Source: an optimization exercise on an open RTL-to-GDS flow (aim: small area). Production flows keep margins and buffers that such runs may drop.
In this exercise RTL edits were held to simulation tests only and were not proved equivalent to the original.
Power and IR drop assume default switching activity.

==> module line_assembler, before the edit <==
module line_assembler (
   input  logic                             clk,
   input  logic                             rst_n,
   input  logic [swin_pkg::NUM_GROUPS-1:0]  en3,
   input  logic [swin_pkg::OFFSET_W-1:0]    off3,
   input  logic [2:0]                       hi3,
   input  swin_pkg::pix_beat_t              pix3,
   input  swin_pkg::group_word_t            rd_data_gp0,
   input  swin_pkg::group_word_t            rd_data_gp1,
   input  swin_pkg::group_word_t            rd_data_gp2,
   output swin_pkg::pix_beat_t              line_0,
   output swin_pkg::pix_beat_t              line_1,
   output swin_pkg::pix_beat_t              line_2,
   output logic                             line_vld
);
   localparam int WW = swin_pkg::WORD_W;
   logic                            v4, v5, v6;
   logic [swin_pkg::NUM_GROUPS-1:0] g4;
   logic [2:0]                      hi4;
   logic [swin_pkg::OFFSET_W-1:0]   o4;
   swin_pkg::pix_beat_t             pix4, pix5, pix6;
   swin_pkg::pix_beat_t             a5, b5, a6, b6;
   always_ff @(posedge clk or negedge rst_n) begin
      if (!rst_n) begin
         v4       <= 1'b0;
         v5       <= 1'b0;
         v6       <= 1'b0;
         line_vld <= 1'b0;
      end else begin
         v4       <= |en3;
         v5       <= v4;
         v6       <= v5;
         line_vld <= v6;
      end
   end
   swin_pkg::group_word_t ha, hb;
   assign ha = ({WW{g4[0]}} & rd_data_gp1) | ({WW{g4[1]}} & rd_data_gp2) | ({WW{g4[2]}} & rd_data_gp0);
   assign hb = ({WW{g4[0]}} & rd_data_gp2) | ({WW{g4[1]}} & rd_data_gp0) | ({WW{g4[2]}} & rd_data_gp1);
   localparam int PW = swin_pkg::PIX_W;
   localparam int HW = swin_pkg::BEAT_W;
   logic r0, r1, r2;
   assign r0 = hi4[1];
   assign r1 = hi4[2];
   assign r2 = hi4[0];
   logic [2:0] sel_hi;                
   logic [2:0] sel_lo [8];            
   assign sel_hi = {r1, r0, r2};
   always_comb begin
      for (int j = 0; j < 8; j++)
         sel_lo[j] = (j >= o4) ? {r2, r1, r0} : {r0, r2, r1};
   end
   swin_pkg::pix_beat_t ya, yb;
   always_comb begin
      for (int j = 0; j < 8; j++) begin
         ya[j*PW +: PW] = ({PW{sel_lo[j][0]}} & ha[j*PW +: PW])
                        | ({PW{sel_lo[j][1]}} & ha[(8+j)*PW +: PW])
                        | ({PW{sel_lo[j][2]}} & ha[(16+j)*PW +: PW]);
         yb[j*PW +: PW] = ({PW{sel_lo[j][0]}} & hb[j*PW +: PW])
                        | ({PW{sel_lo[j][1]}} & hb[(8+j)*PW +: PW])
                        | ({PW{sel_lo[j][2]}} & hb[(16+j)*PW +: PW]);
         ya[(8+j)*PW +: PW] = ({PW{sel_hi[0]}} & ha[j*PW +: PW])
                            | ({PW{sel_hi[1]}} & ha[(8+j)*PW +: PW])
                            | ({PW{sel_hi[2]}} & ha[(16+j)*PW +: PW]);
         yb[(8+j)*PW +: PW] = ({PW{sel_hi[0]}} & hb[j*PW +: PW])
                            | ({PW{sel_hi[1]}} & hb[(8+j)*PW +: PW])
                            | ({PW{sel_hi[2]}} & hb[(16+j)*PW +: PW]);
      end
   end
   logic [swin_pkg::OFFSET_W-1:0] o5;
   swin_pkg::pix_beat_t a1, a2, sa, b1, b2, sb;
   assign a1 = o5[0] ? {a5[1*PW-1:0], a5[HW-1:1*PW]} : a5;
   assign a2 = o5[1] ? {a1[2*PW-1:0], a1[HW-1:2*PW]} : a1;
   assign sa = o5[2] ? {a2[4*PW-1:0], a2[HW-1:4*PW]} : a2;
   assign b1 = o5[0] ? {b5[1*PW-1:0], b5[HW-1:1*PW]} : b5;
   assign b2 = o5[1] ? {b1[2*PW-1:0], b1[HW-1:2*PW]} : b1;
   assign sb = o5[2] ? {b2[4*PW-1:0], b2[HW-1:4*PW]} : b2;
   always_ff @(posedge clk) begin
      g4   <= en3;
      hi4  <= hi3;
      o4   <= off3;
      o5   <= o4;
      pix4 <= pix3;
      pix5 <= pix4;
      pix6 <= pix5;
      line_2 <= pix6;
      a5 <= ya;
      b5 <= yb;
      a6 <= sa;
      b6 <= sb;
      line_0 <= a6;
      line_1 <= b6;
   end
endmodule
clock: 4.0 ns
lec_check: 0
cap_margin: 20
core_aspect_ratio: 0.25
core_margin: 2
core_utilization: 44
place_density: 0.6
setup_slack_margin: 0.15
slew_margin: 20
standard.sh (not shown) runs the stock make flow with config.mk's settings and CLKGATE_MAP_FILE= SYNTH_SCRIPT=/design/flow/synth_recipe.tcl, a recipe that flattens the netlist after the stock synthesis.
==> flow/flow/run.sh <==
#!/bin/bash
# The standard layout (standard.sh, with the standard synthesis unchanged) with two
# changes: the port buffers use the smallest buffer cell, and CTS inserts no dummy loads.
set -euo pipefail
export BUFFER_PORTS_ARGS="-buffer_cell sky130_fd_sc_hd__buf_1"
export CTS_ARGS="-sink_clustering_enable -repair_clock_nets -dont_use_dummy_load"
bash standard.sh finish > standard_flow.log 2>&1
Next try:
--- a/flow/design.v
+++ b/flow/design.v
@@ -198,13 +198,13 @@
          v5       <= v4;
          v6       <= v5;
          line_vld <= v6;
       end
    end
-   swin_pkg::group_word_t ha, hb;
-   assign ha = ({WW{g4[0]}} & rd_data_gp1) | ({WW{g4[1]}} & rd_data_gp2) | ({WW{g4[2]}} & rd_data_gp0);
-   assign hb = ({WW{g4[0]}} & rd_data_gp2) | ({WW{g4[1]}} & rd_data_gp0) | ({WW{g4[2]}} & rd_data_gp1);
+   swin_pkg::group_word_t hna, hnb;
+   assign hna = ~(({WW{g4[0]}} & rd_data_gp1) | ({WW{g4[1]}} & rd_data_gp2) | ({WW{g4[2]}} & rd_data_gp0));
+   assign hnb = ~(({WW{g4[0]}} & rd_data_gp2) | ({WW{g4[1]}} & rd_data_gp0) | ({WW{g4[2]}} & rd_data_gp1));
    localparam int PW = swin_pkg::PIX_W;
    localparam int HW = swin_pkg::BEAT_W;
    logic r0, r1, r2;
    assign r0 = hi4[1];
    assign r1 = hi4[2];
@@ -217,22 +217,22 @@
          sel_lo[j] = (j >= o4) ? {r2, r1, r0} : {r0, r2, r1};
    end
    swin_pkg::pix_beat_t ya, yb;
    always_comb begin
       for (int j = 0; j < 8; j++) begin
-         ya[j*PW +: PW] = ({PW{sel_lo[j][0]}} & ha[j*PW +: PW])
-                        | ({PW{sel_lo[j][1]}} & ha[(8+j)*PW +: PW])
-                        | ({PW{sel_lo[j][2]}} & ha[(16+j)*PW +: PW]);
-         yb[j*PW +: PW] = ({PW{sel_lo[j][0]}} & hb[j*PW +: PW])
-                        | ({PW{sel_lo[j][1]}} & hb[(8+j)*PW +: PW])
-                        | ({PW{sel_lo[j][2]}} & hb[(16+j)*PW +: PW]);
-         ya[(8+j)*PW +: PW] = ({PW{sel_hi[0]}} & ha[j*PW +: PW])
-                            | ({PW{sel_hi[1]}} & ha[(8+j)*PW +: PW])
-                            | ({PW{sel_hi[2]}} & ha[(16+j)*PW +: PW]);
-         yb[(8+j)*PW +: PW] = ({PW{sel_hi[0]}} & hb[j*PW +: PW])
-                            | ({PW{sel_hi[1]}} & hb[(8+j)*PW +: PW])
-                            | ({PW{sel_hi[2]}} & hb[(16+j)*PW +: PW]);
+         ya[j*PW +: PW] = ~(({PW{sel_lo[j][0]}} & hna[j*PW +: PW])
+                          | ({PW{sel_lo[j][1]}} & hna[(8+j)*PW +: PW])
+                          | ({PW{sel_lo[j][2]}} & hna[(16+j)*PW +: PW]));
+         yb[j*PW +: PW] = ~(({PW{sel_lo[j][0]}} & hnb[j*PW +: PW])
+                          | ({PW{sel_lo[j][1]}} & hnb[(8+j)*PW +: PW])
+                          | ({PW{sel_lo[j][2]}} & hnb[(16+j)*PW +: PW]));
+         ya[(8+j)*PW +: PW] = ~(({PW{sel_hi[0]}} & hna[j*PW +: PW])
+                              | ({PW{sel_hi[1]}} & hna[(8+j)*PW +: PW])
+                              | ({PW{sel_hi[2]}} & hna[(16+j)*PW +: PW]));
+         yb[(8+j)*PW +: PW] = ~(({PW{sel_hi[0]}} & hnb[j*PW +: PW])
+                              | ({PW{sel_hi[1]}} & hnb[(8+j)*PW +: PW])
+                              | ({PW{sel_hi[2]}} & hnb[(16+j)*PW +: PW]));
       end
    end
    logic [swin_pkg::OFFSET_W-1:0] o5;
    swin_pkg::pix_beat_t a1, a2, sa, b1, b2, sb;
    assign a1 = o5[0] ? {a5[1*PW-1:0], a5[HW-1:1*PW]} : a5;
What happened:
- final area came out lower by a few percent
- utilization stays flat
- die area decreases by a few percent
- count of clock-buffer cells in the layout is unchanged
- critical path depth does not change
- worst setup slack improves by 0.033 ns
- area after synthesis drops by a few percent
- maximum frequency is higher slightly
- clock power is about the same
- wire length went down by a few percent
- sequential share of layout area goes up by 1.5 points
- register-to-register slack degrades by 0.64 ns

[separate check: timing with driven ports]
The flow's constraints put no driver on any port. The routed layouts listed below were extracted and timed again, unchanged, in two steps. Step 1: set_driving_cell puts a clkbuf_16 on clk and a buf_2 on each other input, an assumption about the parent block. Step 2 also shifts input and output timing later by t, the mid clock arrival at the registers, as if the neighbouring blocks saw the same clock. Three values: ideal, step 1, step 2; two values: the first two.
run | shift t [ns] | setup slack, ns | hold WS [ns] | slew at the worst register clock pin (ns)
the first run | 0.877 | 0.127 / 0.027 / 0.904 | 0.059 / 0.003 / 0.277 | 0.09 / 0.09
the second run | 0.867 | 0.160 / 0.063 / 0.277 | 0.072 / -0.002 / 0.242 | 0.10 / 0.10
After both steps every run listed still meets setup and hold.
